This design comes from an exercise in tuning for small area, a short achievable clock period and few clock cycles on the open sky130 flow, not from production work.
Function was checked by simulation only, so behaviour that the tests miss may differ from the original.

==> module fifo512_oneshot, before the edit <==
module fifo512_oneshot
(
	input  logic       clk,
	input  logic       rst_n,
	input  logic       init,       
	input  logic       wr,         
	input  logic [7:0] wd,
	input  logic       rd,         
	output logic [9:0] wptr,       
	output logic [9:0] rptr,       
	output logic       nonempty,   
	output logic       nonempty_n,
	output logic [7:0] rdata       
);
	localparam int NL = 8;    
	localparam int NS = 62;   
	logic [7:0] ring [NL][NS];
	logic [7:0] wst  [NL];    
	logic [7:0] hd   [NL];    
	logic [NL-1:0] hv;        
	logic [9:0] occ;          
	logic [5:0] dw;           
	logic [5:0] dr;           
	logic [NL-1:0] part;      
	logic       ge8;          
	logic       ge16;         
	logic [NL-1:0] wl;        
	logic [NL-1:0] rl;        
	logic       r0;           
	logic       r7;           
	always_comb
	begin
		for (int l = 0; l < NL; l++)
		begin
			wl[l] = (wptr[2:0] == 3'(l));
			rl[l] = (rptr[2:0] == 3'(l));
		end
	end
	assign r0 = (occ[2:0] == 3'd0);
	assign r7 = (occ[2:0] == 3'd7);
	logic [9:0]    occ_n;
	logic [NL-1:0] part_n;
	logic          ge8_n;
	logic          ge16_n;
	always_comb
	begin
		case ({wr, rd})
		2'b10:
		begin
			nonempty_n = 1'b1;
			occ_n      = occ + 1'b1;
			part_n     = r7 ? '0 : (part | wl);
			ge8_n      = ge8  || (occ == 10'd7);
			ge16_n     = ge16 || (occ == 10'd15);
		end
		2'b01:
		begin
			nonempty_n = (occ != 10'd1);
			occ_n      = occ - 1'b1;
			part_n     = r0 ? ~rl : (part & ~rl);
			ge8_n      = ge8  && (occ != 10'd8);
			ge16_n     = ge16 && (occ != 10'd16);
		end
		2'b11:
		begin
			nonempty_n = nonempty;
			occ_n      = occ;
			part_n     = r0 ? part : ((part & ~rl) | wl);
			ge8_n      = ge8;
			ge16_n     = ge16;
		end
		default:
		begin
			nonempty_n = nonempty;
			occ_n      = occ;
			part_n     = part;
			ge8_n      = ge8;
			ge16_n     = ge16;
		end
		endcase
	end
	always_ff @(posedge clk)
	begin
		if (init)
		begin
			wptr     <= '0;
			rptr     <= '0;
			occ      <= '0;
			nonempty <= 1'b0;
			part     <= '0;
			ge8      <= 1'b0;
			ge16     <= 1'b0;
			dw       <= '0;
			dr       <= '0;
		end
		else
		begin
			if (wr)
				wptr <= wptr + 1'b1;
			if (rd)
				rptr <= rptr + 1'b1;
			occ      <= occ_n;
			nonempty <= nonempty_n;
			part     <= part_n;
			ge8      <= ge8_n;
			ge16     <= ge16_n;
			if (!(wr && wl[NL-1]))
				dw <= (dw == 6'(NS-1)) ? '0 : dw + 1'b1;
			if (!(rd && rl[NL-1]))
				dr <= (dr == 6'(NS-1)) ? '0 : dr + 1'b1;
		end
	end
	logic [3:0] inj_a;
	logic [3:0] inj_b;
	assign inj_a = {dw == 6'd48, dw == 6'd32, dw == 6'd16, dw == 6'd0};
	assign inj_b = {dw == 6'd47, dw == 6'd31, dw == 6'd15, dw == 6'd61};
	logic wlast;   
	assign wlast = (wptr[8:3] == 6'd63);
	logic [4:0] tap_a;
	logic [4:0] tap_b;
	assign tap_a = {dr == 6'd12, dr == 6'd24, dr == 6'd36, dr == 6'd49, dr == 6'd0};
	assign tap_b = {dr == 6'd13, dr == 6'd25, dr == 6'd37, dr == 6'd50, dr == 6'd1};
	genvar i;
	generate
	for (i = 0; i < NL; i++)
	begin : g_lane
		logic ger;       
		logic ltw;       
		logic arrived;   
		logic inring;    
		logic take_w, take_s;
		logic [4:0] take_t;
		logic [3:0] inj;
		assign ger     = (3'(i) >= rptr[2:0]);
		assign ltw     = (3'(i) <  wptr[2:0]);
		assign arrived = ge8 || part[i];
		assign inring  = ge16 || (ge8 && part[i]);
		assign inj = ltw ? (wlast ? 4'b0000 : inj_a) : (wptr[9] ? 4'b0000 : inj_b);
		assign take_w  = wr && wl[i] && !ge8;           
		assign take_s  = arrived && !inring;            
		assign take_t  = {5{inring}} & (ger ? tap_a : tap_b);
		always_ff @(posedge clk)
		begin
			if (wr && wl[i])
				wst[i] <= wd;
			for (int s = 0; s < NS; s++)
			begin
				if ((s % 16) == 0)
					ring[i][s] <= inj[s/16] ? wst[i] : ring[i][(s+NS-1) % NS];
				else
					ring[i][s] <= ring[i][s-1];
			end
			if (!hv[i])
			begin
				if (take_w)
					hd[i] <= wd;
				else if (take_s)
					hd[i] <= wst[i];
				else if (take_t[0])
					hd[i] <= ring[i][61];
				else if (take_t[1])
					hd[i] <= ring[i][48];
				else if (take_t[2])
					hd[i] <= ring[i][35];
				else if (take_t[3])
					hd[i] <= ring[i][23];
				else if (take_t[4])
					hd[i] <= ring[i][11];
			end
		end
		always_ff @(posedge clk)
		begin
			if (init || (rd && rl[i]))
				hv[i] <= 1'b0;
			else if (!hv[i] && (take_w || take_s || (take_t != '0)))
				hv[i] <= 1'b1;
		end
	end
	endgenerate
	assign rdata = hd[rptr[2:0]];
endmodule
Settings: LEC_CHECK=0, ABC_AREA=1, CAP_MARGIN=20, CORE_MARGIN=2, CORE_UTILIZATION=40, CTS_CLUSTER_DIAMETER=100, CTS_CLUSTER_SIZE=24, SETUP_SLACK_MARGIN=4.4, SLEW_MARGIN=20; clock period 8.0 ns.
run.sh (not shown) runs the stock make flow with config.mk's settings and CLKGATE_MAP_FILE= SYNTH_SCRIPT=/design/flow/synth_recipe.tcl, a recipe that flattens the netlist after the stock synthesis.
Testbench counts at the start, summed over its fixed seeds: cycles 136,338.
Then changed:
--- a/flow/design.v
+++ b/flow/design.v
@@ -52,13 +52,13 @@
 	output logic [9:0] rptr,       
 	output logic       nonempty,   
 	output logic       nonempty_n,
 	output logic [7:0] rdata       
 );
 	localparam int NL = 8;    
-	localparam int NS = 62;   
+	localparam int NS = 64;   
 	logic [7:0] ring [NL][NS];
 	logic [7:0] wst  [NL];    
 	logic [7:0] hd   [NL];    
 	logic [NL-1:0] hv;        
 	logic [9:0] occ;          
 	logic [5:0] dw;           
@@ -144,27 +144,31 @@
 			occ      <= occ_n;
 			nonempty <= nonempty_n;
 			part     <= part_n;
 			ge8      <= ge8_n;
 			ge16     <= ge16_n;
 			if (!(wr && wl[NL-1]))
-				dw <= (dw == 6'(NS-1)) ? '0 : dw + 1'b1;
+				dw <= dw + 1'b1;
 			if (!(rd && rl[NL-1]))
-				dr <= (dr == 6'(NS-1)) ? '0 : dr + 1'b1;
+				dr <= dr + 1'b1;
 		end
 	end
-	logic [3:0] inj_a;
-	logic [3:0] inj_b;
-	assign inj_a = {dw == 6'd48, dw == 6'd32, dw == 6'd16, dw == 6'd0};
-	assign inj_b = {dw == 6'd47, dw == 6'd31, dw == 6'd15, dw == 6'd61};
-	logic wlast;   
-	assign wlast = (wptr[8:3] == 6'd63);
+	logic inj_a;
+	logic inj_b;
+	logic [1:0] inj_pa;
+	logic [1:0] inj_pb;
+	logic [5:0] dw_p1;
+	assign dw_p1  = dw + 1'b1;
+	assign inj_a  = (dw[3:0] == 4'd0);
+	assign inj_b  = (dw[3:0] == 4'd15);
+	assign inj_pa = dw[5:4];
+	assign inj_pb = dw_p1[5:4];
 	logic [4:0] tap_a;
 	logic [4:0] tap_b;
-	assign tap_a = {dr == 6'd12, dr == 6'd24, dr == 6'd36, dr == 6'd49, dr == 6'd0};
-	assign tap_b = {dr == 6'd13, dr == 6'd25, dr == 6'd37, dr == 6'd50, dr == 6'd1};
+	assign tap_a = {dr == 6'd12, dr == 6'd25, dr == 6'd38, dr == 6'd51, dr == 6'd0};
+	assign tap_b = {dr == 6'd13, dr == 6'd26, dr == 6'd39, dr == 6'd52, dr == 6'd1};
 	genvar i;
 	generate
 	for (i = 0; i < NL; i++)
 	begin : g_lane
 		logic ger;       
 		logic ltw;       
@@ -174,13 +178,17 @@
 		logic [4:0] take_t;
 		logic [3:0] inj;
 		assign ger     = (3'(i) >= rptr[2:0]);
 		assign ltw     = (3'(i) <  wptr[2:0]);
 		assign arrived = ge8 || part[i];
 		assign inring  = ge16 || (ge8 && part[i]);
-		assign inj = ltw ? (wlast ? 4'b0000 : inj_a) : (wptr[9] ? 4'b0000 : inj_b);
+		always_comb
+		begin
+			for (int p = 0; p < 4; p++)
+				inj[p] = ltw ? (inj_a && (inj_pa == 2'(p))) : (inj_b && (inj_pb == 2'(p)));
+		end
 		assign take_w  = wr && wl[i] && !ge8;           
 		assign take_s  = arrived && !inring;            
 		assign take_t  = {5{inring}} & (ger ? tap_a : tap_b);
 		always_ff @(posedge clk)
 		begin
 			if (wr && wl[i])
@@ -196,19 +204,19 @@
 			begin
 				if (take_w)
 					hd[i] <= wd;
 				else if (take_s)
 					hd[i] <= wst[i];
 				else if (take_t[0])
-					hd[i] <= ring[i][61];
+					hd[i] <= ring[i][63];
 				else if (take_t[1])
-					hd[i] <= ring[i][48];
+					hd[i] <= ring[i][50];
 				else if (take_t[2])
-					hd[i] <= ring[i][35];
+					hd[i] <= ring[i][37];
 				else if (take_t[3])
-					hd[i] <= ring[i][23];
+					hd[i] <= ring[i][24];
 				else if (take_t[4])
 					hd[i] <= ring[i][11];
 			end
 		end
 		always_ff @(posedge clk)
 		begin
Outcome: Global-route usage went down by 0.43 points; setup slack improves by 0.12 ns; cell count rises by 2.8%; area after synthesis goes up by 2.7%; via count goes up by 1.0%; clock-buffer cell count rose by 4; utilization went down by 0.17 points; sequential share of layout area came out higher by 0.25 points; routed wire length is about the same.
Testbench counts after the change, summed over its fixed seeds: cycles 136,338.

what the ideal ports hide:
No port has a modelled driver above. Below, the same layouts with a new extraction and two added sets of constraints.
Step 1 (the two cells are an assumption about what drives the block):
set clk [get_ports {clk}]
set_driving_cell -lib_cell sky130_fd_sc_hd__clkbuf_16 $clk
set_driving_cell -lib_cell sky130_fd_sc_hd__buf_2 [delete_from_list [all_inputs] $clk]
Step 2 adds t to the input delays and takes it off the output delays; t is the mean of the earliest and latest rising clock arrival at the registers after step 1. Input paths then give back, and output paths get back, about the clock's delay inside the block.
Slacks: ideal / step 1 / step 2; pairs: ideal / step 1.
| run | t, ns | setup slack, ns | worst hold slack (ns) |
|---|---|---|---|
| the first run | 0.933 | 3.959 / 3.790 / 3.651 | 0.283 / 0.283 / 0.283 |
| the second run | 0.944 | 4.081 / 4.004 / 3.618 | 0.293 / 0.293 / 0.293 |
After both steps every run listed still meets setup and hold. For the second run, which loses most, drivers alone change the setup slack by -0.077 ns; drivers and shift together by -0.463 ns.
